This is an optimization exercise on Yosys and OpenROAD, whose aim is small area and a short achievable clock period, not a production implementation. Only simulation tests tie the RTL to the original design; equivalence was not proved. Power figures rest on the tool's default switching activity, not on a simulated workload.

build 14:
==> flow/design.v <==
package spiPkg;
    localparam int addrWidth = 7;
    localparam int dataWidth = 8;
    localparam int memDepth = 128;
    localparam int debounceCycles = 3;
    localparam int debounceWidth = $clog2(debounceCycles);
    localparam int rawPinCount = 3;
    localparam logic [rawPinCount-1:0] rawPinsIdle = 3'b010;
    localparam int readTapStep = 8;
    localparam int readTaps = memDepth / readTapStep;
    localparam int writePortStep = 32;
    localparam int writePorts = memDepth / writePortStep;
    localparam int stateWidth = 3;
    localparam logic [stateWidth-1:0] stateIdle = 3'd0;
    localparam logic [stateWidth-1:0] stateAddressLoad = 3'd1;
    localparam logic [stateWidth-1:0] stateBranch = 3'd2;
    localparam logic [stateWidth-1:0] stateDataLoad = 3'd3;
    localparam logic [stateWidth-1:0] stateRead = 3'd4;
    localparam logic [stateWidth-1:0] stateWrite = 3'd5;
    localparam logic [stateWidth-1:0] stateWriteCommit = 3'd6;
    typedef struct packed {
        logic sclkRise;
        logic sclkFall;
        logic csN;
        logic mosi;
    } spiPins;
    typedef struct packed {
        logic addrLoad;     
        logic lastAddrBit;  
        logic addrLatch;    
        logic shiftLoad;    
        logic memWrite;     
    } ctrlStrobes;
endpackage
`timescale 1ns/100ps
import spiPkg::*;
module inputConditioner
(
    input  logic   clk,
    input  logic   reset,
    input  logic   sclk,
    input  logic   csN,
    input  logic   mosi,
    output spiPkg::spiPins pins
);
    logic [rawPinCount-1:0] rawPins;
    logic [rawPinCount-1:0] syncStage1;
    logic [rawPinCount-1:0] syncStage2;
    logic [rawPinCount-1:0] history1;
    logic [rawPinCount-1:0] history2;
    logic [rawPinCount-1:0] stablePins;
    logic                   sclkPrev;
    assign rawPins = {mosi, csN, sclk};
    always_ff @(posedge clk) begin
        if (reset) begin
            syncStage1 <= rawPinsIdle;
            syncStage2 <= rawPinsIdle;
            history1 <= rawPinsIdle;
            history2 <= rawPinsIdle;
        end else begin
            syncStage1 <= rawPins;
            syncStage2 <= syncStage1;
            history1 <= syncStage2;
            history2 <= history1;
        end
    end
    always_ff @(posedge clk) begin
        if (reset) begin
            stablePins <= rawPinsIdle;
        end else begin
            stablePins <= (syncStage2 & history1 & history2) |
                          (stablePins & (syncStage2 | history1 | history2));
        end
    end
    always_ff @(posedge clk) begin
        if (reset) begin
            sclkPrev <= 1'b0;
        end else begin
            sclkPrev <= stablePins[0];
        end
    end
    assign pins.sclkRise = stablePins[0] & ~sclkPrev;
    assign pins.sclkFall = ~stablePins[0] & sclkPrev;
    assign pins.csN = stablePins[1];
    assign pins.mosi = stablePins[2];
endmodule
`timescale 1ns/100ps
import spiPkg::*;
module shiftRegister
(
    input  logic                 clk,
    input  logic                 reset,
    input  spiPkg::spiPins               pins,
    input  spiPkg::ctrlStrobes           strobes,
    input  logic [dataWidth-1:0] parallelIn,
    output logic [dataWidth-1:0] parallelOut,
    output logic                 miso
);
    logic [dataWidth-1:0] shiftReg;
    always_ff @(posedge clk) begin
        if (reset) begin
            shiftReg <= '0;
        end else if (strobes.shiftLoad) begin
            shiftReg <= parallelIn;
        end else if (pins.sclkRise) begin
            shiftReg <= {shiftReg[dataWidth-2:0], pins.mosi};
        end
    end
    always_ff @(posedge clk) begin
        if (reset) begin
            miso <= 1'b0;
        end else if (pins.sclkFall) begin
            miso <= shiftReg[dataWidth-1];
        end
    end
    assign parallelOut = shiftReg;
endmodule
`timescale 1ns/100ps
import spiPkg::*;
module spiController
(
    input  logic       clk,
    input  logic       reset,
    input  spiPkg::spiPins     pins,
    input  logic       rwBit,
    output spiPkg::ctrlStrobes strobes,
    output logic       misoEnable
);
    logic [stateWidth-1:0] state;
    logic [2:0]            bitCount;
    always_ff @(posedge clk) begin
        if (reset || pins.csN) begin
            state <= stateIdle;
            bitCount <= '0;
            misoEnable <= 1'b0;
        end else begin
            case (state)
                stateIdle, stateWriteCommit: begin
                    state <= stateAddressLoad;
                    bitCount <= '0;
                end
                stateAddressLoad: begin
                    if (pins.sclkRise) begin
                        bitCount <= bitCount + 1'b1;
                        if (bitCount == 3'd7) begin
                            state <= stateBranch;
                        end
                    end
                end
                stateBranch: begin
                    state <= rwBit ? stateDataLoad : stateWrite;
                end
                stateDataLoad: begin
                    state <= stateRead;
                end
                stateRead: begin
                    if (pins.sclkFall) begin
                        if (!misoEnable) begin
                            misoEnable <= 1'b1;
                        end else begin
                            bitCount <= bitCount + 1'b1;
                            if (bitCount == 3'd7) begin
                                misoEnable <= 1'b0;
                                state <= stateIdle;
                            end
                        end
                    end
                end
                stateWrite: begin
                    if (pins.sclkRise) begin
                        bitCount <= bitCount + 1'b1;
                        if (bitCount == 3'd7) begin
                            state <= stateWriteCommit;
                        end
                    end
                end
                default: begin
                    state <= stateIdle;
                    bitCount <= '0;
                    misoEnable <= 1'b0;
                end
            endcase
        end
    end
    assign strobes.addrLoad = (state == stateAddressLoad);
    assign strobes.lastAddrBit = (bitCount == 3'd7);
    assign strobes.addrLatch = (state == stateBranch);
    assign strobes.shiftLoad = (state == stateDataLoad);
    assign strobes.memWrite = (state == stateWriteCommit);
endmodule
`timescale 1ns/100ps
import spiPkg::*;
module dataMemory
(
    input  logic                 clk,
    input  spiPkg::spiPins       pins,
    input  spiPkg::ctrlStrobes   strobes,
    input  logic [dataWidth-1:0] busIn,
    output logic [dataWidth-1:0] readData
);
    localparam int posWidth = $clog2(memDepth);
    localparam int tapWidth = $clog2(readTaps);
    localparam int portWidth = $clog2(writePorts);
    logic [memDepth-1:0][dataWidth-1:0] ring;
    logic [memDepth-1:0][dataWidth-1:0] ringNext;
    logic [posWidth-1:0]  rotation;
    logic [posWidth-1:0]  nextRotation;
    logic [addrWidth-1:0] addrReg;
    logic [dataWidth-1:0] heldData;
    logic                 writePending;
    logic                 newCandidate;
    logic [posWidth-1:0]  candidatePos;
    logic                 tapHit;
    logic [tapWidth-1:0]  tapIndex;
    logic [dataWidth-1:0] tapData;
    logic                 writeNow;
    logic [writePorts-1:0] writeSelect;
    logic [portWidth-1:0] writePort;
    assign nextRotation = rotation + 1'b1;
    assign newCandidate = pins.sclkRise && !(strobes.addrLoad && strobes.lastAddrBit);
    assign tapHit = (candidatePos[posWidth-tapWidth-1:0] == (posWidth-tapWidth)'(readTapStep - 2));
    assign tapIndex = candidatePos[posWidth-1 -: tapWidth];
    assign writeNow = writePending &&
        (rotation[posWidth-portWidth-1:0] == ~addrReg[posWidth-portWidth-1:0]);
    assign writePort = rotation[posWidth-1 -: portWidth] + addrReg[posWidth-1 -: portWidth] + 1'b1;
    always_comb begin
        ringNext = {ring[memDepth-2:0], ring[memDepth-1]};
        for (int j = 0; j < writePorts; j++) begin
            if (writeSelect[j]) begin
                ringNext[j * writePortStep + 1] = heldData;
            end
        end
    end
    assign tapData = ring[{tapIndex, (posWidth-tapWidth)'(readTapStep - 1)}];
    always_ff @(posedge clk) begin
        rotation <= nextRotation;
        if (newCandidate) begin
            candidatePos <= {busIn[addrWidth-2:0], pins.mosi} + rotation;
        end else begin
            candidatePos <= candidatePos + 1'b1;
        end
        ring <= ringNext;
        if (strobes.addrLatch) begin
            addrReg <= busIn[dataWidth-1 -: addrWidth];
        end
        for (int j = 0; j < writePorts; j++) begin
            writeSelect[j] <= writeNow && writePort == portWidth'(j);
        end
        if (strobes.memWrite) begin
            writePending <= 1'b1;
        end else if (|writeSelect) begin
            writePending <= 1'b0;
        end
        if (strobes.memWrite) begin
            heldData <= busIn;
        end else if (tapHit && !writePending) begin
            heldData <= tapData;
        end
    end
    assign readData = tapHit ? tapData : heldData;
endmodule
`timescale 1ns/100ps
import spiPkg::*;
module spiMemory
(
    input  logic clk,
    input  logic reset,
    input  logic sclk,
    input  logic csN,
    input  logic mosi,
    output logic miso,
    output logic misoEnable
);
    spiPkg::spiPins       pins;
    spiPkg::ctrlStrobes   strobes;
    logic [dataWidth-1:0] parallelOut;
    logic [dataWidth-1:0] readData;
    logic                 rwBit;
    inputConditioner i_inputConditioner (
        .clk   (clk),
        .reset (reset),
        .sclk  (sclk),
        .csN   (csN),
        .mosi  (mosi),
        .pins  (pins)
    );
    assign rwBit = parallelOut[0];
    spiController i_spiController (
        .clk        (clk),
        .reset      (reset),
        .pins       (pins),
        .rwBit      (rwBit),
        .strobes    (strobes),
        .misoEnable (misoEnable)
    );
    shiftRegister i_shiftRegister (
        .clk         (clk),
        .reset       (reset),
        .pins        (pins),
        .strobes     (strobes),
        .parallelIn  (readData),
        .parallelOut (parallelOut),
        .miso        (miso)
    );
    dataMemory i_dataMemory (
        .clk      (clk),
        .pins     (pins),
        .strobes  (strobes),
        .busIn    (parallelOut),
        .readData (readData)
    );
endmodule
export LEC_CHECK = 0
export ABC_AREA = 1
export CAP_MARGIN = 20
export CORE_MARGIN = 2
export CORE_UTILIZATION = 75
export CTS_BUF_LIST = sky130_fd_sc_hd__clkbuf_8
export CTS_CLUSTER_DIAMETER = 45
export CTS_CLUSTER_SIZE = 18
export SETUP_SLACK_MARGIN = 2.0
export SLEW_MARGIN = 20
create_clock -name core_clock -period 4.0 [get_ports {clk}]
standard.sh (not shown) runs the stock make flow with config.mk's settings and CLKGATE_MAP_FILE= SYNTH_SCRIPT=/design/flow/synth_recipe.tcl, a recipe that flattens the netlist after the stock synthesis.
==> flow/flow/run.sh <==
#!/bin/bash
# The standard layout, with a clock tree whose root and trunk use the strongest
# clock buffer; leaf clusters as in config.mk. Make's output goes to flow_make.log.
set -euo pipefail
export CTS_ARGS="-sink_clustering_enable -repair_clock_nets -sink_clustering_size 18 -sink_clustering_max_diameter 45 -buf_list sky130_fd_sc_hd__clkbuf_8 -root_buf sky130_fd_sc_hd__clkbuf_16 -tree_buf sky130_fd_sc_hd__clkbuf_16"
bash standard.sh finish > flow_make.log 2>&1
Build 14 reached the final stage; the timing, DRC and antenna checks on its layout passed.
For build 73, these inputs were changed with respect to build 14:
- SETUP_SLACK_MARGIN changed from 2.0 to 2.4
==> run summary <==
In build 73, the design area came out 0.0011 sq mm above the value in build 14. Between build 73 and build 14, it is build 73 whose end-of-flow core utilization is higher, by 3.2 points. The higher post-route worst setup slack of build 73 and build 14 is in build 73.
Edits applied to the flow inputs when going from build 73 to build 63:
- SETUP_SLACK_MARGIN: 2.4 -> 2.1
[summary]
Total power: build 63 below build 73. | register area | build 73 vs build 63 | ≈ equal |. The power per cell area of build 63 falls short of that of build 73 by about 2.4%. Taking build 73 as the reference, in build 63 maximum resistive drop on vdd fell by 8.0%; number of non-clock buffers in the layout fell by 32. Register-to-register slack delta for build 63 relative to build 73: 0.19 ns lower. [compare] base=build 73 new=build 63: power share of the clock group went up by 1.1 points, global-route usage went down by 0.89 points. Between build 73 and build 63, the number of instances in the placed design does not differ in any meaningful way. Looking at final non-filler cell area, build 63 sits 3.7% below build 73.
Input changes introduced in build 49 (baseline for comparison: build 63):
- changing SETUP_SLACK_MARGIN from 2.1 to 2.2
Findings:
Est. power | build 49 vs build 63 | build 49 higher
Between build 63 and build 49, the difference in final cell count is negligible.
Met1 track utilization from global routing: build 49 vs build 63, no meaningful difference
Layout overhead on the synthesized area up 0.24 points in build 49 wrt build 63
Looking only at footprint of the multi-input gates, and setting everything else aside, the higher value of build 63 and build 49 goes to build 49.
What build 2 does differently from build 49 at the input level:
- SETUP_SLACK_MARGIN now 2.1, was 2.2
- ABC_AREA now 0, was 1
- ABC_CLOCK_PERIOD_IN_PS now 1800, previously not set
On worst path setup slack after routing: between build 2 and build 49, it ends up lower for build 2. Of the two values seen for startpoint of the most critical setup path, i_dataMemory.candidatePos[5]$_DFF_P_ was produced by build 2 and i_dataMemory.candidatePos[6]$_DFF_P_ by build 49. For build 2, the top layer used by detailed routing was met5, unlike build 49, where it was met4. Compared to build 49, build 2 has post-CTS setup repair buffer count 13 higher. Going from build 49 to build 2, number of buffer and inverter stages on the critical path picked up an extra 1; placed wire-length estimate lost 2100 um.

-- re-timing with driven ports --
The results above use ideal ports. As a check the final layouts listed here were re-extracted and re-timed, cells and wires unchanged.
Step 1 sets driving cells, clkbuf_16 on the clock port and buf_2 on the other inputs (assumed; they add their load-dependent delay and slew).
Step 2 also shifts input and output timing later by t, the mid clock arrival at the registers, as if the neighbouring blocks saw the same clock.
Slacks: no drivers / after step 1 / after step 2; pairs: no drivers / after step 1.
| run | t, ns | setup WS [ns] | worst hold slack (ns) | latest minus earliest clock arrival (ns) | slew at the worst register clock pin (ns) |
|---|---|---|---|---|---|
| build 14 | 0.621 | 2.047 / 1.996 / 1.671 | 0.315 / 0.315 / 0.315 | 0.029 / 0.029 | 0.11 / 0.11 |
| build 73 | 0.630 | 2.151 / 2.097 / 1.955 | 0.323 / 0.323 / 0.323 | 0.025 / 0.024 | 0.11 / 0.11 |
| build 63 | 0.620 | 2.136 / 2.085 / 1.628 | 0.316 / 0.316 / 0.316 | 0.030 / 0.030 | 0.11 / 0.11 |
| build 49 | 0.622 | 2.132 / 2.097 / 2.084 | 0.315 / 0.315 / 0.315 | 0.032 / 0.032 | 0.11 / 0.11 |
| build 2 | 0.628 | 2.028 / 2.028 / 1.600 | 0.317 / 0.317 / 0.317 | 0.036 / 0.036 | 0.11 / 0.11 |
After both steps every run listed still meets setup and hold. For build 63, which loses most, drivers alone change the setup slack by -0.051 ns; drivers and shift together by -0.508 ns.
